Source: an optimization exercise on an open RTL-to-GDS flow (aim: small area, a short achievable clock period and few clock cycles per item). Production flows keep margins and buffers that such runs may drop. Where RTL was checked, it was by simulation tests only, not by an equivalence proof against the original. The RTL of runs 5 and 6 was laid out without a check of its function. Power and IR drop assume default switching activity.

`design.v`:
```
`timescale 1ns / 1ps
module mxt_lexer #(
	parameter int MANTISSA_BITS = 48,
	parameter int DEPTH_BITS = 8
) (
	input  logic        clk,
	input  logic        arst_n,
	input  logic        valid,
	input  logic        is_dig,
	input  logic        is_alp,
	input  logic        is_sp,
	input  logic        is_zero,
	input  logic        is_mark,
	input  logic        is_op,
	input  logic [3:0]  code,
	input  logic        room0,
	input  logic        room1,
	input  logic        num_held,
	output logic        go,
	output logic        push_a,
	output logic [4:0]  kind_a,
	output logic        push_b,
	output logic [4:0]  kind_b,
	output logic [1:0]  status_b,
	output logic [MANTISSA_BITS-1:0] acc,
	output logic [3:0]  frac
);
	localparam logic [4:0] KIND_PLUS   = 5'd11;
	localparam logic [4:0] KIND_END    = 5'd18;
	localparam logic [1:0] ST_OK      = 2'd0;
	localparam logic [1:0] ST_SYNTAX  = 2'd1;
	localparam logic [1:0] ST_KEYWORD = 2'd2;
	localparam logic [1:0] ST_MIXED   = 2'd3;
	localparam logic [1:0] CMP_EQ = 2'd0;
	localparam logic [1:0] CMP_LT = 2'd1;
	localparam logic [1:0] CMP_GT = 2'd2;
	localparam int M_IDLE = 0;
	localparam int M_NUMI = 1;   
	localparam int M_NUMF = 2;   
	localparam int M_MARK = 3;   
	localparam int M_WORD = 4;
	localparam int M_ERRS = 5;   
	localparam int M_ERRK = 6;   
	localparam logic [3:0] L_S = 4'd1, L_I = 4'd2, L_N = 4'd3, L_C = 4'd4, L_O = 4'd5,
		L_T = 4'd6, L_A = 4'd7, L_B = 4'd8, L_Q = 4'd9, L_R = 4'd10, L_P = 4'd11,
		L_E = 4'd12, L_H = 4'd13, L_X = 4'd14;
	localparam logic [4:0] W_DEAD  = 5'd8;
	localparam logic [4:0] W_S     = 5'd9;
	localparam logic [4:0] W_SI    = 5'd10;
	localparam logic [4:0] W_SQ    = 5'd11;
	localparam logic [4:0] W_SQR   = 5'd12;
	localparam logic [4:0] W_C     = 5'd13;
	localparam logic [4:0] W_CO    = 5'd14;
	localparam logic [4:0] W_TA    = 5'd15;
	localparam logic [4:0] W_TH    = 5'd16;
	localparam logic [4:0] W_SIN   = 5'd17;
	localparam logic [4:0] W_COS   = 5'd18;
	localparam logic [4:0] W_TAN   = 5'd19;
	localparam logic [4:0] W_ABS   = 5'd20;
	localparam logic [4:0] W_SQRT  = 5'd21;
	localparam logic [4:0] W_PI    = 5'd22;
	localparam logic [4:0] W_E     = 5'd23;
	localparam logic [4:0] W_THETA = 5'd24;
	localparam logic [4:0] W_X     = 5'd25;
	localparam logic [4:0] W_T     = 5'd26;
	localparam logic [4:0] W_THE   = 5'd27;
	localparam logic [4:0] W_THET  = 5'd28;
	localparam logic [4:0] W_A     = 5'd29;
	localparam logic [4:0] W_AB    = 5'd30;
	localparam logic [4:0] W_P     = 5'd31;
	function automatic logic [4:0] word_start(input logic [3:0] l);
		case (l)
			L_S: word_start = W_S;
			L_C: word_start = W_C;
			L_T: word_start = W_T;
			L_A: word_start = W_A;
			L_P: word_start = W_P;
			L_E: word_start = W_E;
			L_X: word_start = W_X;
			default: word_start = W_DEAD;
		endcase
	endfunction
	function automatic logic [4:0] word_next(input logic [4:0] s, input logic [3:0] l);
		word_next = W_DEAD;
		case (s)
			W_S:    if (l == L_I) word_next = W_SI; else if (l == L_Q) word_next = W_SQ;
			W_SI:   if (l == L_N) word_next = W_SIN;
			W_SQ:   if (l == L_R) word_next = W_SQR;
			W_SQR:  if (l == L_T) word_next = W_SQRT;
			W_C:    if (l == L_O) word_next = W_CO;
			W_CO:   if (l == L_S) word_next = W_COS;
			W_T:    if (l == L_A) word_next = W_TA; else if (l == L_H) word_next = W_TH;
			W_TA:   if (l == L_N) word_next = W_TAN;
			W_TH:   if (l == L_E) word_next = W_THE;
			W_THE:  if (l == L_T) word_next = W_THET;
			W_THET: if (l == L_A) word_next = W_THETA;
			W_A:    if (l == L_B) word_next = W_AB;
			W_AB:   if (l == L_S) word_next = W_ABS;
			W_P:    if (l == L_I) word_next = W_PI;
			default: word_next = W_DEAD;
		endcase
	endfunction
	logic [6:0]               m_q, m_n;
	logic [4:0]               w_q, w_n;
	logic [MANTISSA_BITS-1:0] acc_q;
	logic [3:0]               frac_q;
	logic [3:0]               len_q, len_s, len_d, top_dig;
	logic [1:0]               cmp_q, cmp_s, cmp_d;
	logic [DEPTH_BITS-1:0]    depth_q, depth_n, depth_step;
	logic                     neg_q, neg_n;
	logic [1:0]               var_q, var_n, v;
	logic                     mixed_q, mixed_n;
	logic [3:0] dig;
	logic [MANTISSA_BITS-1:0] wide, add_x, add_y, acc_val;
	logic add_c, over, start, take, num, is_kw, fall, err_n;
	assign dig = code;
	assign num = m_q[M_NUMI] || m_q[M_NUMF];
	assign start = m_q[M_IDLE] || m_q[M_MARK];
	assign is_kw = w_q[4] && w_q[3:0] >= 4'd1 && w_q[3:0] <= 4'd10;
	assign v = w_q[1:0] + 2'd1;
	assign go = valid && (is_dig ? !(start && num_held)
		: ((num || m_q[M_WORD]) ? room0 : room1));
	assign add_x = {acc_q[MANTISSA_BITS-4:0], dig[3] ? 3'b111 : dig[2:0]};
	assign add_y = {acc_q[MANTISSA_BITS-2:0], dig[3]};
	assign add_c = dig[3] & dig[0];
	assign wide = add_x + add_y + {{(MANTISSA_BITS-1){1'b0}}, add_c};
	assign over = len_q == 4'd15 || (len_q == 4'd14
		&& (cmp_q == CMP_GT || (cmp_q == CMP_EQ && dig > 4'd5)));
	always_comb begin
		case (len_q)
			4'd0:  top_dig = 4'd2;
			4'd1:  top_dig = 4'd8;
			4'd2:  top_dig = 4'd1;
			4'd3:  top_dig = 4'd4;
			4'd4:  top_dig = 4'd7;
			4'd5:  top_dig = 4'd4;
			4'd6:  top_dig = 4'd9;
			4'd7:  top_dig = 4'd7;
			4'd8:  top_dig = 4'd6;
			4'd9:  top_dig = 4'd7;
			4'd10: top_dig = 4'd1;
			4'd11: top_dig = 4'd0;
			4'd12: top_dig = 4'd6;
			4'd13: top_dig = 4'd5;
			default: top_dig = 4'd5;
		endcase
	end
	assign len_s = (len_q == 4'd0 && dig == 4'd0) ? 4'd0 : len_q + 4'd1;
	assign cmp_s = (len_q == 4'd0 && dig == 4'd0) ? CMP_EQ
		: cmp_q != CMP_EQ ? cmp_q
		: dig > top_dig ? CMP_GT : dig < top_dig ? CMP_LT : CMP_EQ;
	assign len_d = dig == 4'd0 ? 4'd0 : 4'd1;
	assign cmp_d = dig == 4'd0 ? CMP_EQ : dig > 4'd2 ? CMP_GT : dig < 4'd2 ? CMP_LT : CMP_EQ;
	assign take = go && is_dig && (start || m_q[M_NUMI]
		|| (m_q[M_NUMF] && !over && frac_q != 4'd15));
	assign acc_val = start ? {{(MANTISSA_BITS-4){1'b0}}, dig}
		: (wide | {MANTISSA_BITS{m_q[M_NUMI] && over}});
	always_ff @(posedge clk) begin
		if (take) begin
			acc_q <= acc_val;
			frac_q <= m_q[M_MARK] ? 4'd1 : m_q[M_IDLE] ? 4'd0 : frac_q + {3'd0, m_q[M_NUMF]};
			len_q <= start ? len_d : (m_q[M_NUMI] && over) ? 4'd15 : len_s;
			cmp_q <= start ? cmp_d : (m_q[M_NUMI] && over) ? CMP_EQ : cmp_s;
		end
	end
	assign acc = acc_q;
	assign frac = frac_q;
	assign depth_step = depth_q + {{(DEPTH_BITS-1){code[1]}}, 1'b1};
	always_comb begin
		m_n = m_q; w_n = w_q;
		depth_n = depth_q; neg_n = neg_q; var_n = var_q; mixed_n = mixed_q;
		push_a = 1'b0; kind_a = 5'd0;
		push_b = 1'b0; kind_b = 5'd0; status_b = ST_OK;
		fall = 1'b1;
		if (num) begin
			if (is_dig) begin
				fall = 1'b0;
			end else if (is_mark && m_q[M_NUMI]) begin
				fall = 1'b0;
				m_n = 7'd1 << M_NUMF;
			end else begin
				push_a = 1'b1;
				m_n = 7'd1 << M_IDLE;
			end
		end else if (m_q[M_MARK]) begin
			if (is_dig) begin
				fall = 1'b0;
				m_n = 7'd1 << M_NUMF;
			end else begin
				m_n = 7'd1 << M_ERRS;
			end
		end else if (m_q[M_WORD]) begin
			if (is_alp || is_dig) begin
				fall = 1'b0;
				w_n = is_alp ? word_next(w_q, code) : W_DEAD;
			end else if (is_kw) begin
				push_a = 1'b1;
				kind_a = {1'b0, w_q[3:0]};
				m_n = 7'd1 << M_IDLE;
				if (w_q[3:0] >= 4'd8) begin
					if (var_q == 2'd0) var_n = v;
					else if (var_q != v) mixed_n = 1'b1;
				end
			end else begin
				m_n = 7'd1 << M_ERRK;
			end
		end
		err_n = m_n[M_ERRS] || m_n[M_ERRK];
		if (fall) begin
			if (is_zero) begin
				push_b = 1'b1;
				kind_b = KIND_END;
				if (m_n[M_ERRS]) status_b = ST_SYNTAX;
				else if (m_n[M_ERRK]) status_b = ST_KEYWORD;
				else if (mixed_n) status_b = ST_MIXED;
				else if (depth_q != '0 || neg_q) status_b = ST_SYNTAX;
				else status_b = ST_OK;
				m_n = 7'd1 << M_IDLE;
				depth_n = '0; neg_n = 1'b0; var_n = 2'd0; mixed_n = 1'b0;
			end else if (!err_n) begin
				m_n = 7'd1 << M_IDLE;
				if (is_sp) begin
				end else if (is_dig) begin
					m_n = 7'd1 << M_NUMI;
				end else if (is_mark) begin
					m_n = 7'd1 << M_MARK;
				end else if (is_alp) begin
					m_n = 7'd1 << M_WORD;
					w_n = word_start(code);
				end else if (is_op) begin
					push_b = 1'b1;
					kind_b = KIND_PLUS + {1'b0, code};
					if (code == 4'd5) begin
						if (&depth_q) neg_n = 1'b1;
						else depth_n = depth_step;
					end
					if (code == 4'd6) begin
						if (depth_q == '0) neg_n = 1'b1;
						else depth_n = depth_step;
					end
				end else begin
					m_n = 7'd1 << M_ERRS;
				end
			end
		end
	end
	always_ff @(posedge clk or negedge arst_n) begin
		if (!arst_n) begin
			m_q <= 7'd1 << M_IDLE; depth_q <= '0; neg_q <= 1'b0; var_q <= 2'd0;
			mixed_q <= 1'b0;
		end else if (go) begin
			m_q <= m_n; depth_q <= depth_n; neg_q <= neg_n; var_q <= var_n;
			mixed_q <= mixed_n;
		end
	end
	always_ff @(posedge clk) begin
		if (go) w_q <= w_n;
	end
endmodule
`timescale 1ns / 1ps
module mxt_token_queue (
	input  logic       clk,
	input  logic       arst_n,
	input  logic       go,
	input  logic       push_a,
	input  logic [4:0] kind_a,
	input  logic       push_b,
	input  logic [4:0] kind_b,
	input  logic [1:0] status_b,
	output logic       hp0,
	output logic       hp1,
	output logic       num_held,
	output logic       q0_num,
	output logic       tokens_valid,
	input  logic       tokens_ready,
	output logic [4:0] tokens_token_kind,
	output logic [1:0] tokens_status
);
	logic       v0_q, v1_q;
	logic [4:0] k0_q, k1_q;
	logic [1:0] s0_q, s1_q;
	logic       pop, pa, pb;
	logic [4:0] t0_k;
	logic [1:0] t0_s;
	logic       q1_num;
	assign pop = v0_q && tokens_ready;
	assign hp0 = !v1_q && (!v0_q || tokens_ready);
	assign hp1 = !v1_q || tokens_ready;
	assign q0_num = k0_q == 5'd0;
	assign q1_num = k1_q == 5'd0;
	assign num_held = (v0_q && q0_num && !tokens_ready) || (v1_q && q1_num);
	assign tokens_valid = v0_q;
	assign tokens_token_kind = k0_q;
	assign tokens_status = s0_q;
	assign pa = go && push_a;
	assign pb = go && push_b;
	assign t0_k = push_a ? kind_a : kind_b;
	assign t0_s = push_a ? 2'd0 : status_b;
	always_ff @(posedge clk or negedge arst_n) begin
		if (!arst_n) begin
			v0_q <= 1'b0;
			v1_q <= 1'b0;
		end else begin
			if (hp0) begin
				v0_q <= pa || pb;
				v1_q <= pa && pb;
			end else if (pop || !v1_q) begin
				v0_q <= 1'b1;
				v1_q <= pa || pb;
			end
		end
	end
	always_ff @(posedge clk) begin
		if (hp0) begin
			k0_q <= t0_k;
			s0_q <= t0_s;
			k1_q <= kind_b;
			s1_q <= status_b;
		end else begin
			if (pop) begin
				k0_q <= k1_q;
				s0_q <= s1_q;
			end
			if (pop || !v1_q) begin
				k1_q <= t0_k;
				s1_q <= t0_s;
			end
		end
	end
endmodule
`timescale 1ns / 1ps
module math_expression_tokenizer #(
	parameter int MANTISSA_BITS = 48,
	parameter int DEPTH_BITS = 8
) (
	input  logic clk,
	input  logic arst_n,
	input  logic chars_valid,
	output logic chars_ready,
	input  logic [7:0] chars_character,
	output logic tokens_valid,
	input  logic tokens_ready,
	output logic [4:0] tokens_token_kind,
	output logic [47:0] tokens_number_mantissa,
	output logic [3:0] tokens_fraction_digits,
	output logic [1:0] tokens_status,
	output logic tokens_last,
	input  logic cfg_valid,
	output logic cfg_ready,
	input  logic cfg_comma_decimal_mark
);
	localparam int C_DIG  = 0;
	localparam int C_ALP  = 1;
	localparam int C_SP   = 2;
	localparam int C_ZERO = 3;
	localparam int C_MARK = 4;
	localparam int C_OP   = 5;
	logic        mark_q;
	logic        r0_v, r1_v;
	logic [5:0]  r0_cls, r1_cls, in_cls;
	logic [3:0]  r0_code, r1_code, in_code;
	logic        accept, go;
	logic        q_hp0, q_hp1, num_held;
	logic        push_a, push_b;
	logic [4:0]  kind_a, kind_b;
	logic [1:0]  status_b;
	logic        q0_num;
	logic [47:0] acc;
	logic [3:0]  frac;
	logic [7:0]  ch;
	assign cfg_ready = 1'b1;
	assign chars_ready = !r1_v;
	assign accept = chars_valid && !r1_v;
	assign ch = chars_character;
	always_comb begin
		in_cls = '0;
		in_code = 4'd0;
		in_cls[C_DIG] = ch >= "0" && ch <= "9";
		in_cls[C_ALP] = (ch >= "a" && ch <= "z") || (ch >= "A" && ch <= "Z");
		in_cls[C_SP] = ch == " " || (ch >= 8'd9 && ch <= 8'd13);
		in_cls[C_ZERO] = ch == 8'd0;
		in_cls[C_MARK] = mark_q ? (ch == ",") : (ch == ".");
		if (in_cls[C_DIG]) in_code = ch[3:0];
		case (ch)
			"s": in_code = 4'd1;
			"i": in_code = 4'd2;
			"n": in_code = 4'd3;
			"c": in_code = 4'd4;
			"o": in_code = 4'd5;
			"t": in_code = 4'd6;
			"a": in_code = 4'd7;
			"b": in_code = 4'd8;
			"q": in_code = 4'd9;
			"r": in_code = 4'd10;
			"p": in_code = 4'd11;
			"e": in_code = 4'd12;
			"h": in_code = 4'd13;
			"x": in_code = 4'd14;
			"+": begin in_cls[C_OP] = 1'b1; in_code = 4'd0; end
			"-": begin in_cls[C_OP] = 1'b1; in_code = 4'd1; end
			"*": begin in_cls[C_OP] = 1'b1; in_code = 4'd2; end
			"/": begin in_cls[C_OP] = 1'b1; in_code = 4'd3; end
			"^": begin in_cls[C_OP] = 1'b1; in_code = 4'd4; end
			"(": begin in_cls[C_OP] = 1'b1; in_code = 4'd5; end
			")": begin in_cls[C_OP] = 1'b1; in_code = 4'd6; end
			default: ;
		endcase
	end
	always_ff @(posedge clk or negedge arst_n) begin
		if (!arst_n) mark_q <= 1'b0;
		else if (cfg_valid) mark_q <= cfg_comma_decimal_mark;
	end
	always_ff @(posedge clk or negedge arst_n) begin
		if (!arst_n) begin
			r0_v <= 1'b0;
			r1_v <= 1'b0;
		end else if (go) begin
			r0_v <= r1_v || accept;
			r1_v <= 1'b0;
		end else if (accept) begin
			if (r0_v) r1_v <= 1'b1;
			else r0_v <= 1'b1;
		end
	end
	always_ff @(posedge clk) begin
		if (go || !r0_v) begin
			r0_cls <= r1_v ? r1_cls : in_cls;
			r0_code <= r1_v ? r1_code : in_code;
		end
		if (!r1_v) begin
			r1_cls <= in_cls;
			r1_code <= in_code;
		end
	end
	mxt_lexer #(
		.MANTISSA_BITS(MANTISSA_BITS),
		.DEPTH_BITS(DEPTH_BITS)
	) u_lexer (
		.clk(clk),
		.arst_n(arst_n),
		.valid(r0_v),
		.is_dig(r0_cls[C_DIG]),
		.is_alp(r0_cls[C_ALP]),
		.is_sp(r0_cls[C_SP]),
		.is_zero(r0_cls[C_ZERO]),
		.is_mark(r0_cls[C_MARK]),
		.is_op(r0_cls[C_OP]),
		.code(r0_code),
		.room0(q_hp0),
		.room1(q_hp1),
		.num_held(num_held),
		.go(go),
		.push_a(push_a),
		.kind_a(kind_a),
		.push_b(push_b),
		.kind_b(kind_b),
		.status_b(status_b),
		.acc(acc),
		.frac(frac)
	);
	mxt_token_queue u_queue (
		.clk(clk),
		.arst_n(arst_n),
		.go(go),
		.push_a(push_a),
		.kind_a(kind_a),
		.push_b(push_b),
		.kind_b(kind_b),
		.status_b(status_b),
		.hp0(q_hp0),
		.hp1(q_hp1),
		.num_held(num_held),
		.q0_num(q0_num),
		.tokens_valid(tokens_valid),
		.tokens_ready(tokens_ready),
		.tokens_token_kind(tokens_token_kind),
		.tokens_status(tokens_status)
	);
	assign tokens_last = tokens_token_kind[4] & tokens_token_kind[1];
	assign tokens_number_mantissa = q0_num ? acc : 48'd0;
	assign tokens_fraction_digits = q0_num ? frac : 4'd0;
endmodule
```
`run.sh`:
```
#!/bin/bash
# synth_recipe.tcl (not shown) runs the flow's synth.tcl, then flattens the netlist and writes it again
# the make line also repeats each setting of config.mk as NAME=value (left out here)
make -C /OpenROAD-flow-scripts/flow DESIGN_CONFIG=/design/flow/config.mk WORK_HOME=/design/flow/orfs CLKGATE_MAP_FILE= SYNTH_SCRIPT=/design/flow/synth_recipe.tcl finish
```
`config.mk`:
```
export PLATFORM = sky130hd
export DESIGN_NAME = math_expression_tokenizer
export DESIGN_NICKNAME = math_expression_tokenizer
export VERILOG_FILES = /design/flow/design.v
export SDC_FILE = /design/flow/constraint.sdc
export NUM_CORES = 4
export LEC_CHECK = 0
export CAP_MARGIN = 20
export CORE_MARGIN = 2
export CORE_UTILIZATION = 40
export SLEW_MARGIN = 20
```
`constraint.sdc`:
```
create_clock -name core_clock -period 5.3 [get_ports {clk}]
set_input_delay 1.0600 -clock core_clock [delete_from_list [all_inputs] [get_ports {clk}]]
set_output_delay 1.0600 -clock core_clock [all_outputs]
set_load 0.01 [all_outputs]
```
==> flow_metrics.py, run 1 <==
metrics = {
    "worst_hold_path": {
        "holdCritPathClass": "flop to flop",
        "min_to": "r1_cls[3]",
        "min_from": "r1_cls[3]",
        "holdPathStages": 2,
    },
    "logic_synthesis": {
        "async_reset_ff_share_pct": 19.8,
        "syn_inst": 1152,
        "ys.flop_type": "edfxtp_1",
        "yosysTopAreaCellShare_pct": 26.5,
        "ys_seq_area_share_pct": 34.6,
        "synth_edf_count": 87,
        "synth_common_cells": "a21oi_1 (134), nand2_1 (102), edfxtp_1 (87)",
        "avgSynthCellArea_um2": 8.57,
        "yosysTopAreaCell": "edfxtp_1",
        "ys_warn_count": 3,
        "synth-seq-cells": 121,
        "synth_nets": 1241,
        "syn_area_mm2": 0.00988,
        "yosys-top-cells-area": "edfxtp_1 (26%), ha_1 (9.2%), a21oi_1 (6.8%)",
        "yosysMostFrequentCell": "a21oi_1",
        "yosysUniqueCellTypes": 86,
    },
    "final_layout": {
        "fin_area_mm2": 0.0114,
        "area_growth_pct": 15.0,
        "num-nets-final": 1275,
        "fill_cells": 2389,
        "layout-drive-gt1-share_pct": 5.42,
        "n_antenna_cell": 0,
        "seq_area_mm2": 0.00341,
        "multi_input_area_mm2": 0.00602,
        "fin_util_pct": 46.9,
    },
    "clock_tree": {
        "clock-root-buffer": "clkbuf_16",
        "numCtsBuffers": 17,
        "path_clk_slew_ns": 0.06,
        "tritoncts": "yes",
        "cts_setup_buffers": 0,
        "cts_resized": 0,
        "clock-sinks": 121,
        "cts_hold_buf": 0,
        "cts.path.max_buffers": 2,
        "insertion_delay_ns": 0.42,
        "htree_levels": 4,
    },
    "setup_path": {
        "cp-start-kind": "flop",
        "crit_required_ns": 5.48,
        "worstPathMaxFanout": 17,
        "cpMaxStageDelayCell": "edfxtp_1",
        "path_buf_inv": 2,
        "crit_chain": "buf_4 > nor2_1 > inv_1 > ha_1 > nor2b_1 > o21ai_1 > a21oi_1 > o211ai_2 > a2111oi_4 > o22ai_1 > o31a_1 > or4_1 > and3_1",
        "cp_data_arrival_time_ns": 4.28,
        "r2r_end": "u_lexer.acc_q[42]",
        "rr_worst_depth": 13,
        "reg2reg_from": "r0_code[3]",
        "rrSetupSlack_ns": 1.20,
        "slowest_delay_ns": 0.48,
        "criticalPathCategory": "flop to flop",
        "cp_top_family": "compound AO/OA/AOI/OAI gates",
        "worst_setup_path_end_kind": "flop",
    },
    "power_and_ir_drop": {
        "powerDensity_mw_per_mm2": 424,
        "irDropWorstVdd_v": 0.000224,
        "comb_power_share_pct": 46.2,
        "p_seq_share_pct": 31.7,
        "report.power.total_mw": 4.81,
        "swShare_pct": 40.0,
        "internal_power_mw": 2.89,
        "p_leak_nw": 4.43,
        "clock_power_share_pct": 22.1,
        "p_switching_mw": 1.93,
    },
    "drt": {
        "wl_per_cell_um": 16.6,
        "first_pass_iters": 6,
        "drt_iter0_markers": 651,
        "drc": 0,
        "drt-vias-per-instance": 5.78,
        "vias": 8803,
        "postRouteAntennaNets": 0,
        "finalWirelength_mm": 25.3,
    },
    "sta": {
        "slew_violations": 0,
        "tightest_slew_ns": 0.945,
        "fmax_mhz": 244,
        "setup_tns_ns": 0,
        "rsz0062_at_grt": "no",
        "relSlewSlack_pct": 36.3,
        "finalSetupViolations": 0,
        "fin_crit_sh_pct": 77.3,
        "period_minus_slack_ns": 4.10,
        "skew_ns": 0.0119,
        "hold_viol": 0,
    },
    "global_route": {
        "antenna_found_initial": 0,
        "grt_pass1_vias": 8325,
        "grt_start_max_net_pins": 58,
        "grt_util_all_layers_pct": 19.9,
        "gr-total-overflow": 0,
        "grt_pass1_wl_mm": 42.5,
    },
    "floorplanning": {
        "die_w_um": 161,
        "pin_count": 77,
        "row_count": 57,
        "die-height_um": 161,
        "core_area_mm2": 0.0242,
        "dieArea_mm2": 0.0260,
        "start_util_pct": 40.7,
    },
    "place": {
        "place_hpwl_mm": 18.6,
        "place.gp.congestion": 0.900,
        "port_buffers": 75,
        "placed_cell_area_mm2": 0.0108,
    },
    "outcome": {
        "status": "complete, no violations",
    },
    "run": {
        "drv_cap": 0,
    },
}
power by group through the flow:
| stage | combinational (mW) | sequential [mW] | clock, mW |
|---|---|---|---|
| after floorplan | 1.54 | 1.43 | 0 |
| after global placement | 2.20 | 1.54 | 0 |
| after detailed placement | 2.22 | 1.54 | 0 |
| after CTS | 2.23 | 1.52 | 1.09 |
| after global routing | 2.50 | 1.56 | 1.13 |
| final | 2.22 | 1.53 | 1.07 |
worst max path at each step:
stage                 startpoint            endpoint  slack, ns  cells after the start
global placement      r0_code[3]   u_lexer.acc_q[42]       1.33                     13
detailed placement  tokens_ready  u_lexer.depth_q[5]       1.24                     10
floorplan             r0_code[1]    u_lexer.cmp_q[0]       0.60                     10
global route          r0_code[3]   u_lexer.acc_q[42]       0.82                     13
finish                r0_code[3]   u_lexer.acc_q[42]       1.20                     13
CTS                   r0_code[3]   u_lexer.acc_q[42]       1.23                     13
flip-flops by register name (all words and copies together) (netlist names), 5 cells and up:
register,count
r0_cls,6
r1_cls,6
u_lexer.w_q,5
u_lexer.depth_q,8
u_lexer.acc_q,48
u_queue.k0_q,5
u_lexer.m_q,7
u_queue.k1_q,5
layer usage:
metal | part of all wire, % | wire length [µm] | track usage [%] | vias up
met1 | 46 | 11700 | 26.8 | 4154
met2 | 47 | 11900 | 33.0 | 268
li1 | - | - | - | 4346
met5 | 0 | 0 | 0 | -
met3 | 4.9 | 1230 | 3.72 | 35
met4 | 1.7 | 440 | 5.56 | 0
cell families (layout without fill, tap and decap cells):
group / count (synthesis) / count (layout) / synth area share [%]
AO/OA/AOI/OAI: 379 / 379 / 24.5
XOR/XNOR: 53 / 53 / 4.70
adder cells (fa/ha/maj): 75 / 75 / 9.65
buffers and inverters: 114 / 161 / 4.67
flip-flops: 121 / 121 / 34.6
multiplexers: 7 / 7 / 0.887
other: 1 / 1 / 0.0380
AND/OR/NAND/NOR: 402 / 402 / 20.9
cells in the final DEF (no fill, tap or decap), drive strengths merged, types with 10 or more instances in the layout:
cell type / n
a21oi: 134
nand2: 102
edfxtp: 87
o21ai: 79
clkdlybuf4s50: 75
ha: 73
nor2: 69
and2: 62
inv: 48
nor3: 34
xnor2: 31
a21o: 28
nand3: 28
nand4: 24
clkbuf: 24
a31oi: 23
dfrtp: 23
xor2: 22
nor2b: 14
a211oi: 13
nor4: 12
a221oi: 11
and3: 11
or2: 10
nand2b: 10
o21bai: 10
dfxtp: 10
area by class of cell:
type	instances	share of cell area, %
well taps	324	3.57
clock inverters	8	0.396
clock buffers	24	4.25
multi-input cells	917	52.9
inverters	45	1.49
flip-flops and latches	121	30.0
repair buffers	84	7.31
per-stage QoR:
stage / hold WS [ns] / setup slack (ns) / std cells
floorplan: 0.412 / 0.597 / 1152
CTS: 0.452 / 1.23 / 1523
global placement: 0.433 / 1.33 / 1491
detailed placement: 0.439 / 1.24 / 1491
finish: 0.447 / 1.20 / 1523
global route: 0.477 / 0.817 / 1523
worst reg2reg max path, delay by kind of cell, from the launching register on:
kind	cells	cell delay (ns)
compound gates	6	1.51
simple gates	4	1.09
flops	1	0.48
buf+inv	2	0.42
fa+ha+maj	1	0.37
Testbench counts, summed over its fixed seeds: cycles 45,710, chars 45,683.
==> run 2: changes to the inputs <==
--- a/config.mk
+++ b/config.mk
@@ -10,2 +10,3 @@
 export CORE_UTILIZATION = 40
+export SETUP_SLACK_MARGIN = 2.5
 export SLEW_MARGIN = 20
==> flow_metrics.py, run 2 <==
metrics = {
    "logic_synthesis": {
        "yosysTopAreaCell": "edfxtp_1",
        "syn_inst": 1152,
        "async_reset_ff_share_pct": 19.8,
        "synth_edf_count": 87,
        "ys.flop_type": "edfxtp_1",
        "yosysTopAreaCellShare_pct": 26.5,
        "yosysUniqueCellTypes": 86,
        "ys_warn_count": 3,
        "synth_nets": 1241,
        "synth_common_cells": "a21oi_1 (134), nand2_1 (102), edfxtp_1 (87)",
        "syn_area_mm2": 0.00988,
        "synth-seq-cells": 121,
        "yosys-top-cells-area": "edfxtp_1 (26%), ha_1 (9.2%), a21oi_1 (6.8%)",
        "yosysMostFrequentCell": "a21oi_1",
        "avgSynthCellArea_um2": 8.57,
        "ys_seq_area_share_pct": 34.6,
    },
    "power_and_ir_drop": {
        "p_seq_share_pct": 22.0,
        "internal_power_mw": 4.10,
        "comb_power_share_pct": 61.1,
        "powerDensity_mw_per_mm2": 485,
        "clock_power_share_pct": 17.0,
        "p_leak_nw": 5.76,
        "p_switching_mw": 2.66,
        "irDropWorstVdd_v": 0.000250,
        "swShare_pct": 39.3,
    },
    "global_route": {
        "grt_pass1_wl_mm": 49.0,
        "grt_start_max_net_pins": 54,
        "grt_pass1_vias": 9279,
        "grt_util_all_layers_pct": 23.4,
        "gr-total-overflow": 0,
        "antenna_found_initial": 0,
    },
    "clock_tree": {
        "tritoncts": "yes",
        "clock-sinks": 121,
        "numCtsBuffers": 17,
        "clock-root-buffer": "clkbuf_16",
        "cts_hold_buf": 0,
        "htree_levels": 4,
        "path_clk_slew_ns": 0.06,
        "insertion_delay_ns": 0.43,
        "cts.path.max_buffers": 2,
    },
    "setup_path": {
        "cp_data_arrival_time_ns": 2.36,
        "cp-start-kind": "flop",
        "criticalPathCategory": "flop to output port",
        "worstPathMaxFanout": 3,
        "rr_worst_depth": 16,
        "worst_setup_path_end_kind": "output port",
        "rrSetupSlack_ns": 1.89,
        "crit_required_ns": 4.24,
    },
    "place": {
        "place_ws_ns": 1.16,
        "port_buffers": 75,
        "place.gp.congestion": 0.901,
        "place_hpwl_mm": 19.2,
        "dp.cells": 1492,
    },
    "floorplanning": {
        "dieArea_mm2": 0.0260,
        "row_count": 57,
        "pin_count": 77,
        "die-height_um": 161,
        "die_w_um": 161,
        "core_area_mm2": 0.0242,
        "start_util_pct": 40.7,
    },
    "sta": {
        "skew_ns": 0.0165,
        "hold_viol": 0,
        "tightest_slew_ns": 0.780,
        "rsz0062_at_grt": "yes",
        "period_minus_slack_ns": 3.42,
        "setup_tns_ns": 0,
        "finalSetupViolations": 0,
        "setup_ws_ns": 1.88,
        "slew_violations": 0,
        "relSlewSlack_pct": 47.3,
        "fmax_mhz": 292,
        "fin_crit_sh_pct": 64.6,
    },
    "final_layout": {
        "area_growth_pct": 41.2,
        "fin_cells": 1682,
        "num-nets-final": 1434,
        "final_cell_mix": "a21oi_1 (120), buf_6 (108), nand2_1 (95)",
        "fill_cells": 2099,
        "regMostFlops": "u_lexer.acc_q",
        "largest_register_ff_count": 48,
        "multi_input_area_mm2": 0.00688,
        "n_antenna_cell": 0,
        "layout-drive-gt1-share_pct": 32.8,
        "final_common_cell": "a21oi_1",
        "seq_area_mm2": 0.00342,
        "reg_top3": "u_lexer.acc_q (48), u_lexer.depth_q (8), u_lexer.m_q (7)",
    },
    "drt": {
        "drt_iter0_markers": 1026,
        "finalWirelength_mm": 31.5,
        "drt-vias-per-instance": 5.87,
        "vias": 9879,
        "first_pass_iters": 6,
        "drc": 0,
        "wl_per_cell_um": 18.7,
        "postRouteAntennaNets": 0,
    },
    "worst_hold_path": {
        "holdCritPathClass": "flop to flop",
        "holdPathStages": 2,
    },
    "run": {
        "drv_cap": 0,
    },
    "outcome": {
        "status": "complete, no violations",
    },
}
==> run 2: repair_timing <==
item	in CTS	in global routing
gates resized for setup	380	179
setup endpoints to repair	226	146
cloned	6	1
pin swaps	67	47
setup buffers	103	48
==> run 2: cell families after synthesis <==
kind of cell | share of synthesized area, %
AO/OA/AOI/OAI | 24.5
XOR/XNOR | 4.70
adder cells (fa/ha/maj) | 9.65
buffers and inverters | 4.67
flip-flops | 34.6
multiplexers | 0.887
other | 0.0380
AND/OR/NAND/NOR | 20.9
==> run 2: final cells by class <==
type / count / area share, %
clock buffer: 22 / 3.56
inverter: 45 / 1.26
tap: 324 / 2.91
clock inverter: 10 / 0.574
timing repair buffer: 239 / 17.9
sequential: 121 / 24.5
multi-input combinational: 921 / 49.3
==> run 2: power groups by stage <==
stage	sequential (mW)	clock (mW)	combinational, mW
finish	1.49	1.15	4.13
global route	1.50	1.20	4.39
CTS	1.49	1.15	3.41
detailed placement	1.53	0	2.27
global placement	1.53	0	2.25
floorplan	1.43	0	1.57
==> run 2: per-stage QoR <==
stage	hold slack [ns]	utilization [%]	instance area, µm²	power (mW)
2_1_floorplan	0.412	-	9960	3.00
3_3_place_gp	0.431	45.0	10900	3.78
3_5_place_dp	0.447	45.0	10900	3.81
4_1_cts	0.462	53.3	12900	6.05
5_1_grt	0.480	57.5	13900	7.10
6_report	0.455	57.5	13900	6.76
==> run 2: layer usage <==
layer	wire [µm]	part of all wire, %	track usage [%]	up-vias
li1	-	-	-	4672
met1	13500	43	30.6	4733
met2	15400	49	39.5	407
met3	1690	5.4	3.16	67
met4	898	2.8	8.64	0
met5	0	0	0	-
==> run 2: path summary, 6_finish.rpt <==
path                                 start                        end
setup / recovery           u_queue.k0_q[2]  tokens_fraction_digits[1]
hold / removal                   r1_cls[3]                  r1_cls[3]
setup reg to reg                r0_code[3]          u_lexer.acc_q[38]
hold reg to reg                  r1_cls[3]                  r1_cls[3]
max in group asynchronous           arst_n             u_lexer.m_q[0]
min in group asynchronous           arst_n             u_lexer.m_q[6]
==> run 2: worst max-delay path, cell delays in order, from the launching register on <==
cell and delay, ns:
edfxtp_1 0.38, or4_4 0.58, buf_12 0.16, buf_8 0.12, nor2_4 0.14, buf_6 0.14
buf_6 0.10, buf_6 0.09, and2_4 0.13, buf_6 0.09
==> run 3: changes to the inputs <==
--- a/config.mk
+++ b/config.mk
@@ -10,3 +10,3 @@
 export CORE_UTILIZATION = 40
-export SETUP_SLACK_MARGIN = 2.5
+export SETUP_SLACK_MARGIN = 1.5
 export SLEW_MARGIN = 20
==> flow_metrics.py, run 3 <==
metrics = {
    "final_layout": {
        "regMostFlops": "u_lexer.acc_q",
        "multi_input_area_mm2": 0.00610,
        "num-nets-final": 1294,
        "layout-drive-gt1-share_pct": 7.64,
        "area_growth_pct": 18.1,
        "n_antenna_cell": 0,
        "seq_area_mm2": 0.00341,
        "reg_top3": "u_lexer.acc_q (48), u_lexer.depth_q (8), u_lexer.m_q (7)",
        "final_common_cell": "a21oi_1",
        "largest_register_ff_count": 48,
        "final_cell_mix": "a21oi_1 (133), nand2_1 (101), edfxtp_1 (87)",
        "fill_cells": 2327,
    },
    "global_route": {
        "grt_pass1_wl_mm": 44.2,
        "grt_use_met1_pct": 28.6,
        "grt_start_max_net_pins": 54,
        "antenna_found_initial": 1,
        "use_met3_pct": 2.93,
        "grt_pass1_vias": 8444,
        "use_met2_pct": 35.0,
        "grt_util_all_layers_pct": 20.9,
        "gr-total-overflow": 0,
        "gr-max-usage-layer": "met2",
    },
    "floorplanning": {
        "row_count": 57,
        "dieArea_mm2": 0.0260,
        "start_util_pct": 40.7,
        "die-height_um": 161,
        "pin_count": 77,
        "die_w_um": 161,
        "core_area_mm2": 0.0242,
    },
    "clock_tree": {
        "path_clk_slew_ns": 0.06,
        "tritoncts": "yes",
        "cts_hold_buf": 0,
        "clock-root-buffer": "clkbuf_16",
        "htree_levels": 4,
        "insertion_delay_ns": 0.43,
        "numCtsBuffers": 17,
        "clock-sinks": 121,
        "cts.path.max_buffers": 2,
    },
    "sta": {
        "finalSetupViolations": 0,
        "setup_ws_ns": 1.58,
        "tightest_slew_ns": 0.788,
        "period_minus_slack_ns": 3.72,
        "fmax_mhz": 269,
        "setup_tns_ns": 0,
        "rsz0062_at_grt": "yes",
        "relSlewSlack_pct": 46.8,
        "skew_ns": 0.0106,
        "slew_violations": 0,
        "hold_viol": 0,
        "fin_crit_sh_pct": 70.3,
    },
    "outcome": {
        "status": "complete, no violations",
    },
    "setup_path": {
        "worst_setup_path_end_kind": "flop",
        "worstPathMaxFanout": 5,
        "crit_required_ns": 5.48,
        "cpMaxStageDelayCell": "edfxtp_1",
        "cp-start-kind": "flop",
        "criticalPathCategory": "flop to flop",
        "crit_chain": "buf_4 > nor2_1 > ha_1 > nor2_1 > fa_1 > nor2b_1 > o21ai_1 > a21oi_2 > o211ai_4 > a2111oi_4 > o22ai_1 > o31a_1 > or4_1 > and3_1",
        "crit_top_cell": "nor2_1",
        "cp_top_family": "compound AO/OA/AOI/OAI gates",
        "slowest_delay_ns": 0.43,
        "cp_data_arrival_time_ns": 3.90,
        "path_buf_inv": 1,
    },
    "power_and_ir_drop": {
        "comb_power_share_pct": 47.6,
        "p_switching_mw": 2.07,
        "p_leak_nw": 4.59,
        "clock_power_share_pct": 22.9,
        "powerDensity_mw_per_mm2": 441,
        "report.power.total_mw": 5.15,
        "swShare_pct": 40.2,
        "internal_power_mw": 3.08,
        "p_seq_share_pct": 29.6,
        "irDropWorstVdd_v": 0.000329,
    },
    "logic_synthesis": {
        "syn_inst": 1152,
        "ys.flop_type": "edfxtp_1",
        "avgSynthCellArea_um2": 8.57,
        "synth-seq-cells": 121,
        "async_reset_ff_share_pct": 19.8,
        "synth_nets": 1241,
        "ys_warn_count": 3,
        "yosys-top-cells-area": "edfxtp_1 (26%), ha_1 (9.2%), a21oi_1 (6.8%)",
        "yosysMostFrequentCell": "a21oi_1",
        "yosysTopAreaCellShare_pct": 26.5,
        "yosysTopAreaCell": "edfxtp_1",
        "ys_seq_area_share_pct": 34.6,
        "syn_area_mm2": 0.00988,
        "yosysUniqueCellTypes": 86,
        "synth_edf_count": 87,
        "synth_common_cells": "a21oi_1 (134), nand2_1 (102), edfxtp_1 (87)",
    },
    "drt": {
        "postRouteAntennaNets": 0,
        "wl_per_cell_um": 17.5,
        "first_pass_iters": 6,
        "drt_iter0_markers": 781,
        "drt-vias-per-instance": 5.78,
        "vias": 8906,
        "finalWirelength_mm": 27.0,
        "drc": 0,
    },
    "place": {
        "place_hpwl_mm": 18.8,
        "place_ws_ns": 1.10,
        "place.gp.congestion": 0.878,
        "port_buffers": 75,
    },
    "worst_hold_path": {
        "holdCritPathClass": "flop to flop",
    },
    "run": {
        "drv_cap": 0,
    },
}
==> run 3: changes by cell type in the layout (fill, tap and decap cells not counted), moves of 10 or more <==
cell / delta
a21oi_2: -12
clkdlybuf4s50_1: +62
and2_4: -52
ha_1: +17
a21oi_1: +13
buf_8: -10
o21ai_0: +12
ha_2: -13
buf_4: -57
buf_6: -108
and2_1: +52
==> run 3: cell families (layout without fill, tap and decap cells) <==
logic type / count (synthesis) / count (layout) / synth area share, %
and+or+nand+nor: 402 / 405 / 20.9
AOI/OAI and AO/OA: 379 / 379 / 24.5
DFF: 121 / 121 / 34.6
buffers and inverters: 114 / 177 / 4.67
adders and majority gates: 75 / 75 / 9.65
xor gates and xnor gates: 53 / 53 / 4.70
muxes: 7 / 7 / 0.887
other: 1 / 1 / 0.0380
==> run 3: layout make-up <==
cell class | count | area share (%)
sequential | 121 | 29.3
inverter | 45 | 1.45
multi-input combinational | 920 | 52.3
clock buffer | 24 | 4.78
timing repair buffer | 100 | 8.26
tap | 324 | 3.48
clock inverter | 8 | 0.429
==> run 3: power groups by stage <==
stage | clock (mW) | combinational [mW] | sequential [mW]
2_1_floorplan | 0 | 1.55 | 1.43
3_3_place_gp | 0 | 2.25 | 1.53
3_5_place_dp | 0 | 2.25 | 1.53
4_1_cts | 1.19 | 2.39 | 1.52
5_1_grt | 1.24 | 2.70 | 1.55
6_report | 1.18 | 2.45 | 1.52
==> run 3: worst register-to-register path: stages, from the launching register on <==
cell       delay [ns]
edfxtp_1         0.43
buf_4            0.18
nor2_1           0.10
ha_1             0.18
nor2_1           0.06
fa_1             0.40
nor2b_1          0.14
o21ai_1          0.09
a21oi_2          0.21
o211ai_4         0.15
a2111oi_4        0.42
o22ai_1          0.16
o31a_1           0.38
or4_1            0.41
and3_1           0.18
==> run 3: final timing paths <==
path                                          end  slack (ns)  startpoint  cells past startpoint
worst max register to register  u_lexer.acc_q[42]        1.58  r0_code[3]                     14
worst min register to register          r1_cls[3]        0.44   r1_cls[3]                      2
worst max-delay path            u_lexer.acc_q[42]        1.58  r0_code[3]                     14
worst min-delay path                    r1_cls[3]        0.44   r1_cls[3]                      2
max in group asynchronous          u_lexer.m_q[0]        3.99      arst_n                      2
min in group asynchronous                  mark_q        1.00      arst_n                      2
==> run 3: layer usage <==
metal,vias to the layer above,wire length [µm]
met5,-,0
met4,0,415
met3,41,1230
met2,277,12800
met1,4190,12500
li1,4398,-
==> run 3: stage by stage <==
stage	hold slack [ns]	std cells	instance area [µm²]	utilization (%)
after global routing	0.478	1542	11700	48.1
final	0.440	1542	11700	48.1
after CTS	0.445	1533	11500	47.6
after floorplan	0.412	1152	9890	-
after global placement	0.424	1492	10800	44.7
after detailed placement	0.433	1492	10800	44.7
==> run 3: what timing repair did <==
item | in CTS | in global routing
setup buffers | 6 | 8
gates cloned | 3 | 0
pin swaps | 3 | 3
setup endpoints to repair | 60 | 31
resized for setup | 5 | 7
==> run 4: changes to the inputs <==
--- a/config.mk
+++ b/config.mk
@@ -10,2 +10,4 @@
 export CORE_UTILIZATION = 40
+export CTS_BUF_LIST = sky130_fd_sc_hd__clkbuf_4 sky130_fd_sc_hd__clkbuf_8
+export CTS_CLUSTER_SIZE = 30
 export SETUP_SLACK_MARGIN = 1.5
==> flow_metrics.py, run 4 <==
metrics = {
    "logic_synthesis": {
        "synth_common_cells": "a21oi_1 (134), nand2_1 (102), edfxtp_1 (87)",
        "yosysTopAreaCell": "edfxtp_1",
        "syn_inst": 1152,
        "ys.flop_type": "edfxtp_1",
        "yosysMostFrequentCell": "a21oi_1",
        "synth_edf_count": 87,
        "synth_nets": 1241,
        "yosysTopAreaCellShare_pct": 26.5,
        "yosysUniqueCellTypes": 86,
        "syn_area_mm2": 0.00988,
        "ys_warn_count": 3,
        "async_reset_ff_share_pct": 19.8,
        "synth-seq-cells": 121,
        "yosys-top-cells-area": "edfxtp_1 (26%), ha_1 (9.2%), a21oi_1 (6.8%)",
        "ys_seq_area_share_pct": 34.6,
        "avgSynthCellArea_um2": 8.57,
    },
    "clock_tree": {
        "clock-root-buffer": "clkbuf_8",
        "cts_hold_buf": 0,
        "cts.path.max_buffers": 2,
        "insertion_delay_ns": 0.45,
        "numCtsBuffers": 17,
        "tritoncts": "yes",
        "path_clk_slew_ns": 0.08,
        "htree_levels": 4,
        "clock-sinks": 121,
    },
    "setup_path": {
        "r2r_end": "u_lexer.acc_q[42]",
        "crit_required_ns": 5.50,
        "cp_data_arrival_time_ns": 3.93,
        "criticalPathCategory": "flop to flop",
        "worst_setup_path_end_kind": "flop",
        "cp-start-kind": "flop",
        "worstPathMaxFanout": 5,
        "rr_worst_depth": 14,
        "reg2reg_from": "r0_code[3]",
        "rrSetupSlack_ns": 1.57,
    },
    "drt": {
        "wl_per_cell_um": 17.4,
        "finalWirelength_mm": 26.8,
        "wl_met3_mm": 1.21,
        "first_pass_iters": 6,
        "drt-vias-per-instance": 5.76,
        "drt_iter0_markers": 776,
        "wl_met1_mm": 12.4,
        "wl_met2_mm": 12.6,
        "top_layer": "met4",
        "vias": 8883,
        "drc": 0,
        "postRouteAntennaNets": 0,
    },
    "final_layout": {
        "num-nets-final": 1295,
        "fin_cells": 1543,
        "largest_register_ff_count": 48,
        "layout-drive-gt1-share_pct": 7.79,
        "final_common_cell": "a21oi_1",
        "fill_cells": 2348,
        "regMostFlops": "u_lexer.acc_q",
        "n_antenna_cell": 0,
        "reg_top3": "u_lexer.acc_q (48), u_lexer.depth_q (8), u_lexer.m_q (7)",
        "final_cell_mix": "a21oi_1 (133), nand2_1 (101), edfxtp_1 (87)",
        "area_growth_pct": 16.4,
    },
    "floorplanning": {
        "start_util_pct": 40.7,
        "dieArea_mm2": 0.0260,
        "core_area_mm2": 0.0242,
        "die_w_um": 161,
        "row_count": 57,
        "die-height_um": 161,
        "pin_count": 77,
    },
    "place": {
        "port_buffers": 75,
        "place.gp.congestion": 0.878,
        "place_hpwl_mm": 18.8,
        "dp.cells": 1492,
    },
    "sta": {
        "finalSetupViolations": 0,
        "hold_viol": 0,
        "setup_tns_ns": 0,
        "fmax_mhz": 268,
        "fin_crit_sh_pct": 70.4,
        "skew_ns": 0.0150,
        "rsz0062_at_grt": "yes",
        "slew_violations": 0,
        "period_minus_slack_ns": 3.73,
        "relSlewSlack_pct": 48.1,
        "tightest_slew_ns": 0.776,
    },
    "global_route": {
        "grt_pass1_vias": 8466,
        "grt_pass1_wl_mm": 44.1,
        "grt_start_max_net_pins": 54,
        "antenna_found_initial": 0,
        "grt_util_all_layers_pct": 20.9,
        "gr-total-overflow": 0,
    },
    "worst_hold_path": {
        "holdCritPathClass": "flop to flop",
        "min_from": "r1_cls[3]",
        "holdPathStages": 2,
        "min_to": "r1_cls[3]",
    },
    "power_and_ir_drop": {
        "p_leak_nw": 4.51,
        "powerDensity_mw_per_mm2": 427,
        "report.power.total_mw": 4.91,
        "irDropWorstVdd_v": 0.000315,
    },
    "run": {
        "drv_cap": 0,
    },
    "outcome": {
        "status": "complete, no violations",
    },
}
[run 4: cell counts after synthesis]
Identical to the previous run, type by type.
[run 4: routing by layer]
| layer | track usage [%] | vias up |
|---|---|---|
| met2 | 33.9 | 246 |
| met5 | 0 | - |
| met4 | 7.18 | 0 |
| met3 | 3.67 | 38 |
| met1 | 28.3 | 4199 |
| li1 | - | 4400 |
[run 4: worst max-delay path, cell delays in order, from the launching register on]
cell and delay, ns:
edfxtp_1 0.44, buf_4 0.18, nor2_1 0.10, ha_1 0.18, nor2_1 0.06, fa_1 0.40, nor2b_1 0.14, o21ai_1 0.09
a21oi_2 0.21, o211ai_4 0.15, a2111oi_4 0.42, o22ai_1 0.16, o31a_1 0.39, or4_1 0.40, and3_1 0.18
[run 4: kinds of logic after synthesis]
logic type                 share of synthesized area [%]
and+or+nand+nor                                     20.9
AOI/OAI and AO/OA                                   24.5
DFF                                                 34.6
buffers and inverters                               4.67
adders and majority gates                           9.65
xor gates and xnor gates                            4.70
muxes                                              0.887
other                                             0.0380
[run 4: how the worst max path moves through the flow]
stage               startpoint                 to  slack (ns)  cells past startpoint
floorplan           r0_code[3]  u_lexer.acc_q[42]        1.50                     15
global placement    r0_code[3]  u_lexer.acc_q[42]        1.22                     13
detailed placement  r0_code[3]  u_lexer.acc_q[42]        1.10                     13
CTS                 r0_code[3]  u_lexer.acc_q[42]        1.44                     13
global route        r0_code[3]  u_lexer.acc_q[42]        1.40                     14
finish              r0_code[3]  u_lexer.acc_q[42]        1.57                     14
[run 4: power by group]
| group | internal, mW | switching (mW) | total (mW) |
|---|---|---|---|
| clock | 0.541 | 0.399 | 0.940 |
| combinational | 1.07 | 1.38 | 2.45 |
| sequential | 1.29 | 0.232 | 1.52 |
| total | 2.90 | 2.01 | 4.91 |
[run 4: layout make-up]
| cell class | count | area (µm²) | area share, % |
|---|---|---|---|
| Clock buffer | 20 | 269 | 2.34 |
| Clock inverter | 12 | 170 | 1.48 |
| Inverter | 45 | 169 | 1.47 |
| Sequential cell | 121 | 3410 | 29.7 |
| Multi-Input combinational cell | 920 | 6100 | 53.1 |
| Timing Repair Buffer | 101 | 971 | 8.44 |
| Tap cell | 324 | 405 | 3.53 |
[run 4: metrics by stage]
step           area, µm²  util (%)  hold WS, ns  setup slack, ns
2_1_floorplan       9890         -        0.412             1.50
3_3_place_gp       10800      44.7        0.424             1.22
3_5_place_dp       10800      44.7        0.433             1.10
4_1_cts            11400      47.0        0.450             1.44
5_1_grt            11500      47.4        0.483             1.40
6_report           11500      47.4        0.444             1.57
[run 4: repair_timing]
item | CTS | global route
gates resized for setup | 5 | 7
endpoints found under the hold margin | 0 | 0
pin swaps | 3 | 4
setup endpoints to repair | 60 | 11
cloned | 3 | 0
setup buffers | 8 | 7
==> run 5: changes to the inputs <==
--- a/design.v
+++ b/design.v
@@ -125,3 +125,3 @@
 	assign add_c = dig[3] & dig[0];
-	assign wide = add_x + add_y + {{(MANTISSA_BITS-1){1'b0}}, add_c};
+	mxt_add #(.N(MANTISSA_BITS)) u_add (.x(add_x), .y(add_y), .ci(add_c), .s(wide));
 	assign over = len_q == 4'd15 || (len_q == 4'd14
@@ -259,2 +259,42 @@
 endmodule
+module mxt_add #(
+	parameter int N = 48
+) (
+	input  logic [N-1:0] x,
+	input  logic [N-1:0] y,
+	input  logic         ci,
+	output logic [N-1:0] s
+);
+	localparam int LV = $clog2(N);
+	logic [N-1:0] p;
+	logic [N-1:0] g_l [0:2*LV];
+	logic [N-1:0] p_l [0:2*LV];
+	assign p = x ^ y;
+	always_comb begin
+		g_l[0] = x & y;
+		p_l[0] = p;
+		g_l[0][0] = (x[0] & y[0]) | (p[0] & ci);
+		for (int l = 0; l < LV; l++) begin
+			g_l[l+1] = g_l[l];
+			p_l[l+1] = p_l[l];
+			for (int i = 0; i < N; i++) begin
+				if (((i + 1) % (2 << l)) == 0) begin
+					g_l[l+1][i] = g_l[l][i] | (p_l[l][i] & g_l[l][i - (1 << l)]);
+					p_l[l+1][i] = p_l[l][i] & p_l[l][i - (1 << l)];
+				end
+			end
+		end
+		for (int l = LV - 1; l >= 0; l--) begin
+			g_l[2*LV-l] = g_l[2*LV-l-1];
+			p_l[2*LV-l] = p_l[2*LV-l-1];
+			for (int i = 0; i < N; i++) begin
+				if (((i + 1) % (2 << l)) == (1 << l) && i >= (2 << l)) begin
+					g_l[2*LV-l][i] = g_l[2*LV-l-1][i] | (p_l[2*LV-l-1][i] & g_l[2*LV-l-1][i - (1 << l)]);
+					p_l[2*LV-l][i] = p_l[2*LV-l-1][i] & p_l[2*LV-l-1][i - (1 << l)];
+				end
+			end
+		end
+	end
+	assign s = p ^ {g_l[2*LV][N-2:0], ci};
+endmodule
 `timescale 1ns / 1ps
--- a/config.mk
+++ b/config.mk
@@ -10,4 +10,2 @@
 export CORE_UTILIZATION = 40
-export CTS_BUF_LIST = sky130_fd_sc_hd__clkbuf_4 sky130_fd_sc_hd__clkbuf_8
-export CTS_CLUSTER_SIZE = 30
 export SETUP_SLACK_MARGIN = 1.5
==> flow_metrics.py, run 5 <==
metrics = {
    "setup_path": {
        "crit_required_ns": 4.24,
        "worstPathMaxFanout": 40,
        "cp-start-kind": "flop",
        "cp_data_arrival_time_ns": 2.61,
        "criticalPathCategory": "flop to output port",
        "worst_setup_path_end_kind": "output port",
    },
    "global_route": {
        "grt_pass1_vias": 7709,
        "use_met2_pct": 34.6,
        "grt_start_max_net_pins": 54,
        "antenna_found_initial": 0,
        "use_met3_pct": 3.77,
        "gr-max-usage-layer": "met2",
        "grt_pass1_wl_mm": 39.0,
        "gr-total-overflow": 0,
        "grt_util_all_layers_pct": 20.0,
        "grt_use_met1_pct": 25.2,
    },
    "power_and_ir_drop": {
        "p_leak_nw": 4.41,
        "comb_power_share_pct": 46.6,
        "internal_power_mw": 3.13,
        "p_seq_share_pct": 30.2,
        "irDropWorstVdd_v": 0.000189,
        "clock_power_share_pct": 23.2,
        "swShare_pct": 40.8,
        "p_switching_mw": 2.15,
        "powerDensity_mw_per_mm2": 477,
    },
    "final_layout": {
        "final_cell_mix": "nor2_1 (99), edfxtp_1 (87), a21oi_1 (85)",
        "num-nets-final": 1190,
        "area_growth_pct": 18.9,
        "largest_register_ff_count": 48,
        "n_antenna_cell": 0,
        "regMostFlops": "u_lexer.acc_q",
        "reg_top3": "u_lexer.acc_q (48), u_lexer.depth_q (8), u_lexer.m_q (7)",
        "layout-drive-gt1-share_pct": 7.79,
        "final_common_cell": "nor2_1",
    },
    "sta": {
        "fin_crit_sh_pct": 69.2,
        "timing.hold.ws_ns": 0.457,
        "finalSetupViolations": 0,
        "skew_ns": 0.0168,
        "tightest_slew_ns": 0.899,
        "period_minus_slack_ns": 3.67,
        "rsz0062_at_grt": "no",
        "hold_viol": 0,
        "fmax_mhz": 273,
        "relSlewSlack_pct": 39.4,
        "slew_violations": 0,
        "setup_tns_ns": 0,
    },
    "clock_tree": {
        "htree_levels": 4,
        "numCtsBuffers": 17,
        "clock-root-buffer": "clkbuf_16",
        "cts.path.max_buffers": 2,
        "path_clk_slew_ns": 0.06,
        "insertion_delay_ns": 0.43,
        "tritoncts": "yes",
        "cts_hold_buf": 0,
        "clock-sinks": 121,
    },
    "logic_synthesis": {
        "yosysUniqueCellTypes": 80,
        "syn_inst": 1022,
        "ys_warn_count": 6,
        "yosysMostFrequentCell": "nor2_1",
        "yosysTopAreaCell": "edfxtp_1",
        "syn_area_mm2": 0.00930,
        "async_reset_ff_share_pct": 19.8,
        "ys_seq_area_share_pct": 36.7,
        "synth-seq-cells": 121,
        "ys.flop_type": "edfxtp_1",
        "synth_edf_count": 87,
        "yosys-top-cells-area": "edfxtp_1 (28%), ha_1 (10%), dfrtp_1 (6.2%)",
        "yosysTopAreaCellShare_pct": 28.1,
        "synth_nets": 1134,
        "synth_common_cells": "nor2_1 (102), edfxtp_1 (87), a21oi_1 (85)",
        "avgSynthCellArea_um2": 9.10,
    },
    "worst_hold_path": {
        "holdCritPathClass": "flop to flop",
    },
    "drt": {
        "postRouteAntennaNets": 0,
        "drt-vias-per-instance": 5.65,
        "drc": 0,
        "vias": 7773,
        "drt_iter0_markers": 471,
        "wl_per_cell_um": 17.1,
        "first_pass_iters": 5,
        "finalWirelength_mm": 23.5,
    },
    "place": {
        "place.gp.congestion": 0.952,
        "port_buffers": 75,
        "place_hpwl_mm": 16.9,
    },
    "floorplanning": {
        "die_w_um": 156,
        "row_count": 55,
        "pin_count": 77,
        "start_util_pct": 41.0,
        "dieArea_mm2": 0.0245,
        "die-height_um": 156,
        "core_area_mm2": 0.0227,
    },
    "run": {
        "drv_cap": 0,
    },
    "outcome": {
        "status": "complete, no violations",
    },
}
==> run 5: cell count changes after synthesis, sizes merged, moves of 12 or more <==
cell / delta
a21oi: -47
nor2: +34
and2: -16
fa: +22
nand4: -14
nand2: -30
clkbuf: -12
==> run 5: layer usage <==
layer	wire (µm)	share of wire (%)	up-vias
li1	-	-	3817
met1	10700	45	3728
met4	556	2.4	0
met5	0	0	-
met2	11400	48	196
met3	898	3.8	32
==> run 5: path summary, 6_finish.rpt <==
path                            cells past startpoint              start                        end  slack, ns
worst max-delay path                                5    u_queue.k0_q[3]  tokens_number_mantissa[2]       1.63
worst min-delay path                                2          r1_cls[4]                  r1_cls[4]       0.46
worst max register to register                     12  u_lexer.acc_q[10]          u_lexer.acc_q[35]       1.73
worst min register to register                      2          r1_cls[4]                  r1_cls[4]       0.46
max in group asynchronous                           2             arst_n             u_lexer.m_q[0]       3.99
min in group asynchronous                           2             arst_n                     mark_q       1.01
==> run 5: power groups by stage <==
stage | Clock (mW) | Sequential, mW | Combinational (mW)
finish | 1.23 | 1.60 | 2.46
detailed placement | 0 | 1.61 | 2.42
floorplan | 0 | 1.48 | 1.69
CTS | 1.25 | 1.59 | 2.45
global route | 1.28 | 1.63 | 2.75
global placement | 0 | 1.61 | 2.40
==> run 5: critical path, stage by stage (launching register included) <==
cell and delay (ns):
edfxtp_1 0.40, or4_4 0.65, nor2_2 0.17, buf_12 0.20, and2_1 0.19, clkdlybuf4s50_1 0.55
==> run 5: kinds of logic after synthesis <==
kind of cell,synth area share [%]
mux,1.04
fa+ha+maj,15.1
xor+xnor,3.86
compound gates,20.0
buf+inv,4.34
other cells,0.0403
simple gates,18.9
flops,36.7
==> run 5: cell type report <==
cell class | count | area, µm²
clock inverters | 12 | 134
flip-flops and latches | 121 | 3410
inverters | 53 | 201
clock buffers | 20 | 489
multi-input cells | 796 | 5570
fillers | 2159 | 11700
well taps | 285 | 357
repair buffers | 89 | 893
==> run 5: timing repair <==
action                     in CTS  in global routing
gates resized for setup         3                  5
setup endpoints to repair      45                 32
buffers inserted                0                  3
pin swaps                       0                  1
==> run 5: through the flow <==
step / utilization [%] / setup WS (ns) / instances / area, µm² / power (mW)
after global placement: 45.6 / 1.23 / 1341 / 10400 / 4.01
after detailed placement: 45.6 / 1.20 / 1341 / 10400 / 4.03
after floorplan: - / 1.39 / 1022 / 9370 / 3.17
final: 48.7 / 1.63 / 1376 / 11100 / 5.28
after CTS: 48.4 / 1.52 / 1373 / 11000 / 5.28
after global routing: 48.7 / 1.51 / 1376 / 11100 / 5.65
==> run 6: changes to the inputs <==
--- a/design.v
+++ b/design.v
@@ -20,2 +20,3 @@
 	output logic        push_a,
+	output logic        num_a,
 	output logic [4:0]  kind_a,
@@ -116,2 +117,3 @@
 	assign dig = code;
+	assign num_a = num;
 	assign num = m_q[M_NUMI] || m_q[M_NUMF];
@@ -305,2 +307,3 @@
 	input  logic       push_a,
+	input  logic       num_a,
 	input  logic [4:0] kind_a,
@@ -321,2 +324,3 @@
 	logic [1:0] s0_q, s1_q;
+	logic       n0_q, n1_q, t0_n;
 	logic       pop, pa, pb;
@@ -324,3 +328,2 @@
 	logic [1:0] t0_s;
-	logic       q1_num;
 	assign pop = v0_q && tokens_ready;
@@ -328,5 +331,4 @@
 	assign hp1 = !v1_q || tokens_ready;
-	assign q0_num = k0_q == 5'd0;
-	assign q1_num = k1_q == 5'd0;
-	assign num_held = (v0_q && q0_num && !tokens_ready) || (v1_q && q1_num);
+	assign q0_num = n0_q;
+	assign num_held = (v0_q && n0_q && !tokens_ready) || (v1_q && n1_q);
 	assign tokens_valid = v0_q;
@@ -338,2 +340,3 @@
 	assign t0_s = push_a ? 2'd0 : status_b;
+	assign t0_n = push_a && num_a;
 	always_ff @(posedge clk or negedge arst_n) begin
@@ -356,4 +359,6 @@
 			s0_q <= t0_s;
+			n0_q <= t0_n;
 			k1_q <= kind_b;
 			s1_q <= status_b;
+			n1_q <= 1'b0;
 		end else begin
@@ -362,2 +367,3 @@
 				s0_q <= s1_q;
+				n0_q <= n1_q;
 			end
@@ -366,2 +372,3 @@
 				s1_q <= t0_s;
+				n1_q <= t0_n;
 			end
@@ -403,3 +410,3 @@
 	logic        q_hp0, q_hp1, num_held;
-	logic        push_a, push_b;
+	logic        push_a, push_b, num_a;
 	logic [4:0]  kind_a, kind_b;
@@ -493,2 +500,3 @@
 		.push_a(push_a),
+		.num_a(num_a),
 		.kind_a(kind_a),
@@ -505,2 +513,3 @@
 		.push_a(push_a),
+		.num_a(num_a),
 		.kind_a(kind_a),
--- a/config.mk
+++ b/config.mk
@@ -10,3 +10,5 @@
 export CORE_UTILIZATION = 40
-export SETUP_SLACK_MARGIN = 1.5
+export CTS_BUF_LIST = sky130_fd_sc_hd__clkbuf_4 sky130_fd_sc_hd__clkbuf_8
+export CTS_CLUSTER_SIZE = 30
+export SETUP_SLACK_MARGIN = 2.0
 export SLEW_MARGIN = 20
==> flow_metrics.py, run 6 <==
metrics = {
    "outcome": {
        "status": "complete, no violations",
    },
    "drt": {
        "vias": 7754,
        "finalWirelength_mm": 23.2,
        "drt-vias-per-instance": 5.53,
        "first_pass_iters": 7,
        "postRouteAntennaNets": 0,
        "drc": 0,
        "wl_per_cell_um": 16.5,
        "drt_iter0_markers": 430,
    },
    "logic_synthesis": {
        "ys.flop_type": "edfxtp_1",
        "yosysTopAreaCell": "edfxtp_1",
        "synth-seq-cells": 123,
        "ys_warn_count": 6,
        "syn_inst": 1014,
        "syn_area_mm2": 0.00931,
        "ys_seq_area_share_pct": 37.2,
        "synth_nets": 1123,
        "synth_common_cells": "a21oi_1 (104), nor2_1 (94), edfxtp_1 (88)",
        "synth_edf_count": 88,
        "async_reset_ff_share_pct": 19.5,
        "avgSynthCellArea_um2": 9.19,
        "yosysUniqueCellTypes": 75,
        "yosys-top-cells-area": "edfxtp_1 (28%), ha_1 (9.4%), dfrtp_1 (6.2%)",
        "yosysTopAreaCellShare_pct": 28.4,
        "yosysMostFrequentCell": "a21oi_1",
    },
    "sta": {
        "fin_crit_sh_pct": 64.9,
        "period_minus_slack_ns": 3.44,
        "relSlewSlack_pct": 35.8,
        "slew_violations": 0,
        "skew_ns": 0.0176,
        "hold_viol": 0,
        "setup_tns_ns": 0,
        "rsz0062_at_grt": "yes",
        "finalSetupViolations": 0,
        "fmax_mhz": 291,
        "tightest_slew_ns": 0.951,
    },
    "place": {
        "place_hpwl_mm": 16.4,
        "port_buffers": 75,
        "place.gp.congestion": 0.890,
    },
    "floorplanning": {
        "die_w_um": 157,
        "row_count": 55,
        "dieArea_mm2": 0.0245,
        "start_util_pct": 40.9,
        "core_area_mm2": 0.0228,
        "pin_count": 77,
        "die-height_um": 157,
    },
    "power_and_ir_drop": {
        "powerDensity_mw_per_mm2": 473,
        "irDropWorstVdd_v": 0.000229,
        "p_leak_nw": 4.25,
    },
    "setup_path": {
        "cp_data_arrival_time_ns": 3.64,
        "cp_top_family": "compound AO/OA/AOI/OAI gates",
        "cpMaxStageDelayCell": "fa_2",
        "slowest_delay_ns": 0.50,
        "path_buf_inv": 0,
        "worst_setup_path_end_kind": "flop",
        "crit_required_ns": 5.50,
        "worstPathMaxFanout": 4,
        "criticalPathCategory": "flop to flop",
        "cp-start-kind": "flop",
        "crit_chain": "nor2_2 > ha_1 > nor2_2 > fa_2 > nand2b_4 > a21oi_4 > nor2_4 > o31ai_4 > a32oi_2 > o211ai_1 > nor4_2 > o41ai_2 > fa_2 > nor2_1 > nor2_1",
    },
    "global_route": {
        "grt_pass1_wl_mm": 38.8,
        "grt_start_max_net_pins": 53,
        "grt_util_all_layers_pct": 19.5,
        "antenna_found_initial": 0,
        "gr-total-overflow": 0,
        "grt_pass1_vias": 7520,
    },
    "final_layout": {
        "regMostFlops": "u_lexer.acc_q",
        "reg_top3": "u_lexer.acc_q (48), u_lexer.depth_q (8), u_lexer.m_q (7)",
        "n_antenna_cell": 0,
        "area_growth_pct": 18.6,
        "final_cell_mix": "a21oi_1 (99), nor2_1 (88), edfxtp_1 (88)",
        "final_common_cell": "a21oi_1",
        "num-nets-final": 1186,
        "fin_util_pct": 48.5,
        "layout-drive-gt1-share_pct": 10.6,
        "largest_register_ff_count": 48,
    },
    "clock_tree": {
        "numCtsBuffers": 17,
        "clock-root-buffer": "clkbuf_8",
        "path_clk_slew_ns": 0.09,
        "tritoncts": "yes",
        "insertion_delay_ns": 0.46,
        "clock-sinks": 123,
        "cts.path.max_buffers": 2,
        "htree_levels": 4,
    },
    "run": {
        "drv_cap": 0,
    },
    "worst_hold_path": {
        "holdCritPathClass": "flop to flop",
    },
}
[run 6: cell families (layout without fill, tap and decap cells)]
family	after synthesis	in the layout	synth area share, %
XOR/XNOR	39	39	3.67
AND/OR/NAND/NOR	356	356	19.5
adder cells (fa/ha/maj)	95	95	14.8
other	1	1	0.0403
multiplexers	10	10	1.26
AO/OA/AOI/OAI	283	283	19.1
flip-flops	123	123	37.2
buffers and inverters	107	183	4.51
[run 6: routing by layer]
metal  global-route usage (%)  routed length (µm)  vias to the layer above
li1                         -                   -                     3804
met1                     27.1               10800                     3741
met2                     31.8               11200                      187
met3                     3.10                 822                       22
met4                     5.29                 320                        0
met5                        0                   0                        -
[run 6: through the flow]
step / setup WS, ns / power (mW) / std cells / cell area, µm² / hold slack (ns)
6_report: 1.86 / 5.23 / 1403 / 11100 / 0.463
2_1_floorplan: 1.76 / 3.46 / 1014 / 9390 / 0.412
5_1_grt: 1.67 / 5.65 / 1403 / 11100 / 0.504
3_5_place_dp: 1.26 / 4.25 / 1355 / 10400 / 0.448
3_3_place_gp: 1.33 / 4.20 / 1355 / 10400 / 0.425
4_1_cts: 1.86 / 5.21 / 1397 / 10900 / 0.469
[run 6: worst reg2reg max path, stage by stage, from the launching register on]
cell,delay [ns]
edfxtp_1,0.46
nor2_2,0.14
ha_1,0.17
nor2_2,0.04
fa_2,0.34
nand2b_4,0.16
a21oi_4,0.18
nor2_4,0.06
o31ai_4,0.27
a32oi_2,0.12
o211ai_1,0.26
nor4_2,0.09
o41ai_2,0.29
fa_2,0.50
nor2_1,0.09
nor2_1,0.04
[run 6: worst paths after layout]
kind,startpoint,end,slack (ns),cells after the start
worst max-delay path,r0_code[3],u_lexer.acc_q[46],1.86,15
worst min-delay path,r1_cls[4],r1_cls[4],0.46,2
worst max register to register,r0_code[3],u_lexer.acc_q[46],1.86,15
worst min register to register,r1_cls[4],r1_cls[4],0.46,2
max in group asynchronous,arst_n,u_lexer.m_q[0],4.01,2
min in group asynchronous,arst_n,u_lexer.depth_q[6],0.97,2
[run 6: final cells by class]
| class | instances | area [µm²] |
|---|---|---|
| Clock buffer | 17 | 234 |
| Clock inverter | 15 | 176 |
| Fill cell | 2157 | 11700 |
| Inverter | 49 | 186 |
| Multi-Input combinational cell | 784 | 5630 |
| Sequential cell | 123 | 3460 |
| Tap cell | 313 | 392 |
| Timing Repair Buffer | 102 | 968 |
[run 6: where the power goes]
group          leakage [nW]  switching (mW)  internal (mW)
Combinational          2.78            1.50           1.16
Clock                 0.208           0.458          0.436
Sequential             1.27           0.294           1.38
[run 6: what timing repair did]
| action | 4_1_cts | 5_1_grt |
|---|---|---|
| buffers inserted | 10 | 6 |
| pin swaps | 4 | 4 |
| hold buffers | 0 | 0 |
| gates cloned | 0 | 0 |
| gates resized for setup | 15 | 21 |
| setup endpoints to repair | 111 | 58 |

Re-timed with assumed drivers on the ports (clkbuf_16 on the clock, buf_2 on other inputs), run 6 has 1.862 ns of setup slack against 1.862 ns with ideal ports, and 1.704 ns once port delays also move by the mid clock arrival of 0.493 ns.
